Background: an optimization exercise with open tools, aiming at small area, a short achievable clock period and few clock cycles. Do not read the settings as production practice. The RTL was checked by simulation tests, not by an equivalence proof against the original design.

build 6:
## mandelbrot_engine
module mandelbrot_engine (
	input logic tb_clk,
	input logic rst_n,
	input logic start,
	input logic [75:0] region,
	input logic [8-1:0] max_iter,
	output logic busy,
	output logic pixel_valid,
	output logic frame_done,
	output logic [23:0] pixel
);
Settings: LEC_CHECK=0, ABC_AREA=1, CAP_MARGIN=20, CORE_ASPECT_RATIO=0.25, CORE_MARGIN=2, CORE_UTILIZATION=55, CTS_CLUSTER_DIAMETER=100, CTS_CLUSTER_SIZE=24, PLACE_DENSITY=0.7, SLEW_MARGIN=70; clock period 15.0 ns.
standard.sh (not shown) runs the stock make flow with config.mk's settings and CLKGATE_MAP_FILE= SYNTH_SCRIPT=/design/flow/synth_recipe.tcl, a recipe that flattens the netlist after the stock synthesis.
==> flow/flow/run.sh <==
#!/bin/bash
# The standard layout (standard.sh), with two changes: the port buffers
# on buf_2 instead of the default delay buffer, and Yosys's synth run with
# -noabc, so its quick ABC pass does not rewrite the adder trees before ORFS
# extracts full adders (the final ABC mapping still runs). The constraints
# and the clock period are the standard flow's.
set -euo pipefail
export BUFFER_PORTS_ARGS="-buffer_cell sky130_fd_sc_hd__buf_2"
export SYNTH_ARGS="-noabc"
bash standard.sh > standard.log 2>&1
Testbench counts of build 6, summed over its fixed seeds: cycles 117,479.
Input-level comparison between build 11 and build 6:
- a change of CAP_MARGIN from 20 to 40
- a deleted CORE_ASPECT_RATIO that had been 0.25
- a change of SLEW_MARGIN from 70 to 80
==> flow/flow/run.sh <==
#!/bin/bash
# The standard layout (standard.sh) with three changes: the port buffers
# on buf_2, the delay buffers marked don't-use so repairs use plain buffers,
# and Yosys's synth run with -noabc, so its quick ABC pass does not rewrite
# the adder trees before ORFS extracts full adders (the final ABC mapping
# still runs). The constraints and the clock period are the standard flow's.
set -euo pipefail
export BUFFER_PORTS_ARGS="-buffer_cell sky130_fd_sc_hd__buf_2"
export DONT_USE_CELLS="sky130_fd_sc_hd__clkdlybuf4s15_1 sky130_fd_sc_hd__clkdlybuf4s15_2 sky130_fd_sc_hd__clkdlybuf4s18_1 sky130_fd_sc_hd__clkdlybuf4s18_2 sky130_fd_sc_hd__clkdlybuf4s25_1 sky130_fd_sc_hd__clkdlybuf4s25_2 sky130_fd_sc_hd__clkdlybuf4s50_1 sky130_fd_sc_hd__clkdlybuf4s50_2"
export SYNTH_ARGS="-noabc"
bash standard.sh > standard.log 2>&1
--- outcome ---
Compared with build 6, in build 11 global-route wire length before repair now smaller; proportion of layout cells with a drive suffix above 1 now larger; final critical delay including setup and external delays now larger; fraction of the mapped netlist area in simple logic gates comparable. Final core area utilization (build 11 over build 6): increase, 0.68 points. When build 11 is measured against build 6, its via count normalized by instance count turns out 0.11 lower. Of build 11 and build 6, build 6 shows the lower synthesis-to-layout area growth, with build 11 above it. Compared build 11 against build 6; final cell count within noise. Clock skew: higher on build 11. In the reports for build 11 and build 6, the larger tap cell count belongs to build 6.
The following lists how build 95 was set up differently from build 11:
- SLEW_MARGIN changed from 80 to 70
- CAP_MARGIN changed from 40 to 20
==> flow/flow/run.sh <==
#!/bin/bash
# The standard layout (standard.sh), with two changes: the port buffers
# on buf_2 instead of the default delay buffer, and Yosys's synth run with
# -noabc, so its quick ABC pass does not rewrite the adder trees before ORFS
# extracts full adders (the final ABC mapping still runs). The constraints
# and the clock period are the standard flow's.
set -euo pipefail
export BUFFER_PORTS_ARGS="-buffer_cell sky130_fd_sc_hd__buf_2"
export SYNTH_ARGS="-noabc"
bash standard.sh > standard.log 2>&1
==> comparison <==
Number of non-clock buffers in the layout, build 95 and build 11: larger value in build 11. The met3 track demand over resource in global routing of build 95 and that of build 11 are within noise of each other. Comparing build 11 with build 95, the met1 usage in global routing came out essentially unchanged. The mean number of vias per cell of build 11 and that of build 95 are within noise of each other. Delta (build 95 minus build 11): delay of the slowest cell on the worst path went up, area growth from synthesis to final layout went down, via count went down, sum of met3 wire segment lengths after detailed routing went up. Diff build 11 -> build 95 | cell area | down by a few percent.
> inputs changed (build 95 -> build 85)
- SLEW_MARGIN: 70 -> 45
- CORE_ASPECT_RATIO: unset -> 0.5
==> summary.txt <==
- Global placer's final weighted congestion (build 85 / build 95): 1.10
- Going from build 95 to build 85, wire length of the first global-routing pass shrank slightly.
- Build 85 closes out successfully: all stages finished, all timing, DRC and antenna checks passed.

[re-timing with driven ports]
No port has a modelled driver above. Below, the same layouts with a new extraction and two added sets of constraints.
Step 1 (the two cells are an assumption about what drives the block):
set clk [get_ports {tb_clk}]
set_driving_cell -lib_cell sky130_fd_sc_hd__clkbuf_16 $clk
set_driving_cell -lib_cell sky130_fd_sc_hd__buf_2 [delete_from_list [all_inputs] $clk]
Step 2 adds t to the input delays and takes it off the output delays; t is the mean of the earliest and latest rising clock arrival at the registers after step 1. Input paths then give back, and output paths get back, about the clock's delay inside the block.
Slacks: ideal ports / drivers / drivers and shift; pairs: ideal ports / drivers.
run	t (ns)	setup slack, ns	worst hold slack (ns)	worst setup path after step 2	cell pins on the clock port's net
build 6	0.742	10.742 / 10.666 / 10.803	0.323 / 0.323 / 0.323	register to register	1
build 11	0.758	10.618 / 10.538 / 11.136	0.287 / 0.287 / 0.287	input to register	1
build 95	0.764	10.600 / 10.517 / 11.136	0.317 / 0.317 / 0.317	input to register	1
build 85	0.736	10.744 / 10.673 / 10.992	0.319 / 0.319 / 0.319	register to register	1
After both steps every run listed still meets setup and hold.
